This design comes from an exercise in tuning for small area, a short achievable clock period and few clock cycles on the open sky130 flow, not from production work. RTL that was checked went through simulation tests only; none was proved equivalent to the original. Power figures rest on the tool's default switching activity, not on a simulated workload.

== before ==
Design search_top, start of the top module:
module search_top
#(
  parameter int DIM = 4,
  parameter int PQ_LENGTH = 5,
  parameter int IN_DEPTH = 4,
  parameter int OUT_CREDITS = 2
) (
  input  logic                   clk_100mhz,
  input  logic                   sys_rst,
  input  logic                   in_valid,
  input  logic [1:0]             in_op,
  input  logic [$clog2(DIM)-1:0] in_index,
  input  logic [15:0]            in_data,
  input  logic [15:0]            in_id,
  output logic                   in_credit,
  output logic                   res_valid,
  output logic [15:0]            res_id,
  output logic [39:0]            res_dist,
  output logic                   res_last,
  input  logic                   out_credit
);
For scale: ~2300 cells after synthesis, ~99 I/O pins.
clock: 14.0 ns
lec_check: 0
cap_margin: 20
core_margin: 2
core_utilization: 60
cts_cluster_diameter: 150
cts_cluster_size: 25
slew_margin: 20
standard.sh (not shown) runs the stock make flow with config.mk's settings and CLKGATE_MAP_FILE= SYNTH_SCRIPT=/design/flow/synth_recipe.tcl, a recipe that flattens the netlist after the stock synthesis.
==> flow/flow/run.sh <==
#!/bin/bash
# Standard layout, with repair_timing aiming for extra setup slack and plain
# buffers on the ports.
set -euo pipefail
bash standard.sh SETUP_SLACK_MARGIN=10 "BUFFER_PORTS_ARGS=-buffer_cell sky130_fd_sc_hd__buf_2" finish > standard.log 2>&1
Here is what was changed in the inputs of after compared with before.
--- a/flow/design.v
+++ b/flow/design.v
@@ -889,18 +889,18 @@
       d_c <= 1'b0;
       d_e <= 1'b0;
     end else begin
       d_c <= r_c;
       d_e <= r_e;
     end
     d_first <= (r_idx == 2'd0);
     d_last  <= (r_idx == 2'(DIM - 1));
-    d_y     <= (sub[15:0] ^ {16{sub[16]}}) & {16{r_c}};
-    d_neg   <= sub[16] && r_c;
+    d_y     <= sub[15:0] ^ {16{sub[16]}};
+    d_neg   <= sub[16];
   end
   logic [31:0] sq_s, sq_c;
   logic [31:0] s_s, s_cy;
   logic        s_c, s_first, s_last;
   sq_tree sq0 (
     .y(d_y),
     .neg(d_neg),
     .s(sq_s),
@@ -918,21 +918,23 @@
     s_last  <= d_last;
     s_s     <= sq_s;
     s_cy    <= sq_c;
   end
   logic [DW-1:0] acc;
   logic          a_done;    
   logic          take;      
   logic [DW-1:0] acc_in, csa_x, csa_y;
-  assign acc_in = (s_c && s_first) ? DW'(0) : acc;
+  assign acc_in = s_first ? DW'(0) : acc;
   assign csa_x  = acc_in ^ DW'(s_s) ^ DW'(s_cy);
   assign csa_y  = ((acc_in & DW'(s_s)) | (acc_in & DW'(s_cy)) | (DW'(s_s) & DW'(s_cy))) << 1;
   always_ff @(posedge clk_100mhz) begin
-    acc <= csa_x + csa_y;
+    if (s_c) begin
+      acc <= csa_x + csa_y;
+    end
   end
   always_ff @(posedge clk_100mhz) begin
     if (sys_rst) begin
       a_done <= 1'b0;
     end else begin
       a_done <= (s_c && s_last) || (a_done && !take);
     end
   end
@@ -966,29 +968,25 @@
     case (n_ph)
       2'd0:    n_plo = 3'd0;
       2'd1:    n_plo = n_c2 ? 3'd3 : 3'd0;
       2'd2:    n_plo = {n_c2, n_r1} == 2'b11 ? 3'd4 : {n_c2, n_r1} == 2'b10 ? 3'd3 :
                        {n_c2, n_r1} == 2'b01 ? 3'd2 : 3'd0;
       default: n_plo = n_p;
     endcase
   end
-  logic n_pr;      
-  logic n_far;     
-  logic n_probe;
-  assign n_probe = n_valid && pe && !n_pr && (n_ph == 2'd0) && !drain_on;
-  assign n_drop = n_valid && ((n_plo >= pe_k) || n_far);
-  assign step = n_valid && (n_ph != 2'd3) && !drain_on && !n_probe;
+  assign n_drop = n_valid && (n_plo >= pe_k);
+  assign step = n_valid && (n_ph != 2'd3) && !drain_on;
   assign ins  = n_valid && (n_ph == 2'd3) && !drain_on;
   always_comb begin
     if (drain_on) begin
       sel_rk = dr_j1;
     end else begin
       case (n_ph)
-        2'd0:    sel_rk = n_probe ? 3'd4 : 3'd2;
+        2'd0:    sel_rk = 3'd2;
         2'd1:    sel_rk = n_c2 ? 3'd3 : 3'd1;
         default: sel_rk = n_c2 ? 3'd4 : 3'd0;
       endcase
     end
     sel_d  = '0;
     sel_id = '0;
     for (int i = 0; i < NQ; i++) begin
       sel_hit[i] = (q_rk[i] == sel_rk);
@@ -1011,26 +1009,17 @@
   end
   always_ff @(posedge clk_100mhz) begin
     if (sys_rst) begin
       n_valid <= 1'b0;
       n_ph    <= 2'd0;
       n_c2    <= 1'b0;
       n_r1    <= 1'b0;
       n_r2    <= 1'b0;
-      n_pr    <= 1'b0;
-      n_far   <= 1'b0;
     end else begin
-      if (take) begin
-        n_pr  <= 1'b0;
-        n_far <= 1'b0;
-      end else if (n_probe) begin
-        n_pr  <= 1'b1;
-        n_far <= r_le;
-      end
       n_valid <= take || (n_valid && !ins && !(start && n_drop));
       if (take || ins || last_beat) begin
         n_ph <= 2'd0;
       end else if (step) begin
         n_ph <= n_ph + 2'd1;
       end
       if (step && n_ph == 2'd0) begin
         n_c2 <= r_le;
[summary]
- Summary: with before as the reference, via count in after moved down by a few percent.
- Summary of the comparison: length of routed met2 wiring is lower in after, relative to before.
- Fraction of met1 tracks used by global routing of after is on par with before.
- In after the total power turned out 35% higher than in before.
- For after, the power group with the highest consumption was combinational logic, unlike before, where it was sequential cells.
- The run with more setup slack is after; before has less.
- Status: design area parity (after, before)
- after: worst max-slew margin expressed relative to the limit lower than before
Function was not checked in any run of this note: the RTL went through the layout flow alone.

---

Another version of the RTL of search_top (not shown whole).
For scale: roughly 2300 cells after synthesis, ~630 flip-flops, about 29000 µm² of cells after synthesis.
==> flow/config.mk <==
export PLATFORM = sky130hd
export DESIGN_NAME = search_top
export DESIGN_NICKNAME = search_top
export VERILOG_FILES = /design/flow/design.v
export SDC_FILE = /design/flow/constraint.sdc
export NUM_CORES = 4
export LEC_CHECK = 0
export CAP_MARGIN = 20
export CORE_MARGIN = 2
export CORE_UTILIZATION = 60
export CTS_CLUSTER_DIAMETER = 150
export CTS_CLUSTER_SIZE = 25
export SLEW_MARGIN = 20
==> flow/constraint.sdc <==
create_clock -name core_clock -period 14.0 [get_ports {clk_100mhz}]
set_input_delay 2.8000 -clock core_clock [delete_from_list [all_inputs] [get_ports {clk_100mhz}]]
set_output_delay 2.8000 -clock core_clock [all_outputs]
set_load 0.01 [all_outputs]
Scripts as last shown in full above: flow/flow/run.sh
The baseline finished clean.
Change:
--- a/flow/design.v
+++ b/flow/design.v
@@ -934,20 +934,19 @@
       a_done <= 1'b0;
     end else begin
       a_done <= (s_c && s_last) || (a_done && !take);
     end
   end
   logic [DW-1:0] n_d;
   logic [15:0]   n_id;
   logic          n_valid;
   logic [1:0]    n_ph;      
-  logic          n_last;    
-  logic          n_c2, n_r1;  
+  logic          n_c2, n_r1, n_r2;    
   logic [2:0]    pe_k;      
   logic          start;     
   logic [2:0]    n_p;       
   logic          ins;
   logic          step;
   logic          beat;
   logic          last_beat;
   logic [DW-1:0] q_d  [NQ];
   logic [15:0]   q_id [NQ];
@@ -960,84 +959,87 @@
   logic          r_le;
   logic [2:0]    dr_j;      
   logic [2:0]    dr_rk;     
   logic [2:0]    n_plo;     
   logic          n_drop;    
   assign take = a_done && (!n_valid || ins) && !pe;
   always_comb begin
     case (n_ph)
       2'd0:    n_plo = 3'd0;
-      2'd1:    n_plo = n_last ? 3'd3 : 3'd0;
-      2'd2:    n_plo = {n_c2, n_last} == 2'b11 ? 3'd4 : {n_c2, n_last} == 2'b10 ? 3'd3 :
-                       {n_c2, n_last} == 2'b01 ? 3'd2 : 3'd0;
+      2'd1:    n_plo = n_c2 ? 3'd3 : 3'd0;
+      2'd2:    n_plo = {n_c2, n_r1} == 2'b11 ? 3'd4 : {n_c2, n_r1} == 2'b10 ? 3'd3 :
+                       {n_c2, n_r1} == 2'b01 ? 3'd2 : 3'd0;
       default: n_plo = n_p;
     endcase
   end
   assign n_drop = n_valid && (n_plo >= pe_k);
   logic n_gone;
   assign n_gone = n_drop && pe && !drain_on && !ins;
   assign step = n_valid && (n_ph != 2'd3) && !drain_on;
   assign ins  = n_valid && (n_ph == 2'd3) && !drain_on;
   always_comb begin
     if (drain_on) begin
       sel_rk = dr_rk;
     end else begin
       case (n_ph)
         2'd0:    sel_rk = 3'd2;
-        2'd1:    sel_rk = n_last ? 3'd3 : 3'd1;
+        2'd1:    sel_rk = n_c2 ? 3'd3 : 3'd1;
         2'd2:    sel_rk = n_c2 ? 3'd4 : 3'd0;
         default: sel_rk = 3'd0;
       endcase
     end
     sel_d  = '0;
     sel_id = '0;
     for (int i = 0; i < NQ; i++) begin
       sel_hit[i] = (q_rk[i] == sel_rk);
       sel_d  = sel_d  | (q_d[i]  & {DW{sel_hit[i]}});
       sel_id = sel_id | (q_id[i] & {16{sel_hit[i]}});
     end
     r_le = (sel_rk < q_cnt) && (sel_d <= n_d);
     case ({n_c2, n_r1})
-      2'b00:   n_p = n_last ? 3'd1 : 3'd0;
+      2'b00:   n_p = n_r2 ? 3'd1 : 3'd0;
       2'b01:   n_p = 3'd2;
       2'b10:   n_p = 3'd3;
-      default: n_p = n_last ? 3'd5 : 3'd4;
+      default: n_p = n_r2 ? 3'd5 : 3'd4;
     endcase
   end
   always_ff @(posedge clk_100mhz) begin
     if (take) begin
       n_d  <= acc;
       n_id <= cand_id;
     end
-    n_last <= r_le;
   end
   always_ff @(posedge clk_100mhz) begin
     if (sys_rst) begin
       n_valid <= 1'b0;
       n_ph    <= 2'd3;
       n_c2    <= 1'b0;
       n_r1    <= 1'b0;
+      n_r2    <= 1'b0;
     end else begin
       n_valid <= take || (n_valid && !ins && !n_gone);
       if (take) begin
         n_ph <= 2'd0;
       end else if (ins || n_gone) begin
         n_ph <= 2'd3;
       end else if (last_beat && n_valid) begin
         n_ph <= 2'd0;
       end else if (step) begin
         n_ph <= n_ph + 2'd1;
       end
+      if (step && n_ph == 2'd0) begin
+        n_c2 <= r_le;
+      end
       if (step && n_ph == 2'd1) begin
-        n_c2 <= n_last;
+        n_r1 <= r_le;
       end
       if (step && n_ph == 2'd2) begin
-        n_r1 <= n_last;
+        n_r2 <= r_le;
       end
     end
   end
   logic [2:0]    top_rk;    
   logic [NQ-1:0] wr;
   logic          ins_take;
   assign top_rk   = (q_cnt == 3'(NQ)) ? 3'(NQ - 1) : q_cnt;
   assign ins_take = ins && (n_p != 3'(NQ));
   always_comb begin
Result:
- area after synthesis barely changes
- flip-flop and latch count does not change
- count of clock-buffer cells in the layout rose by 1
- critical path depth shrinks by 17
- combinational power falls by 20%
- routed wire length rose by 3.4%
- power falls by 3.1%
Testbench counts after the change, summed over its fixed seeds: cycles 18,948.
No functional check of the RTL was part of the first run of this note.

-- what the ideal ports hide --
The results above use ideal ports. As a check the final layouts listed here were re-extracted and re-timed, cells and wires unchanged.
Step 1 sets driving cells, clkbuf_16 on the clock port and buf_2 on the other inputs (assumed; they add their load-dependent delay and slew).
Step 2, shift: input delay + t, output delay - t, t = (earliest + latest rising clock arrival at the registers) / 2. This alone moves slack from input paths to output paths.
a / b / c = no drivers / after step 1 / after step 2; a / b = the first two.
| run | shift t [ns] | setup slack, ns | worst setup path after step 2 | latest minus earliest clock arrival (ns) | worst data-port slew with drivers (ns) |
|---|---|---|---|---|---|
| before | 0.663 | 9.662 / 9.662 / 9.574 | input to register | 0.047 / 0.047 | 0.04 |
| after | 0.671 | 9.978 / 9.919 / 9.563 | input to register | 0.048 / 0.048 | 0.04 |
| the first run of note 2 | 0.668 | 10.055 / 10.011 / 9.553 | input to register | 0.033 / 0.032 | 0.05 |
| the second run of note 2 | 0.673 | 10.032 / 9.976 / 9.555 | input to register | 0.047 / 0.047 | 0.04 |
After both steps every run listed still meets setup and hold. For the first run of note 2, which loses most, drivers alone change the setup slack by -0.044 ns; drivers and shift together by -0.502 ns.
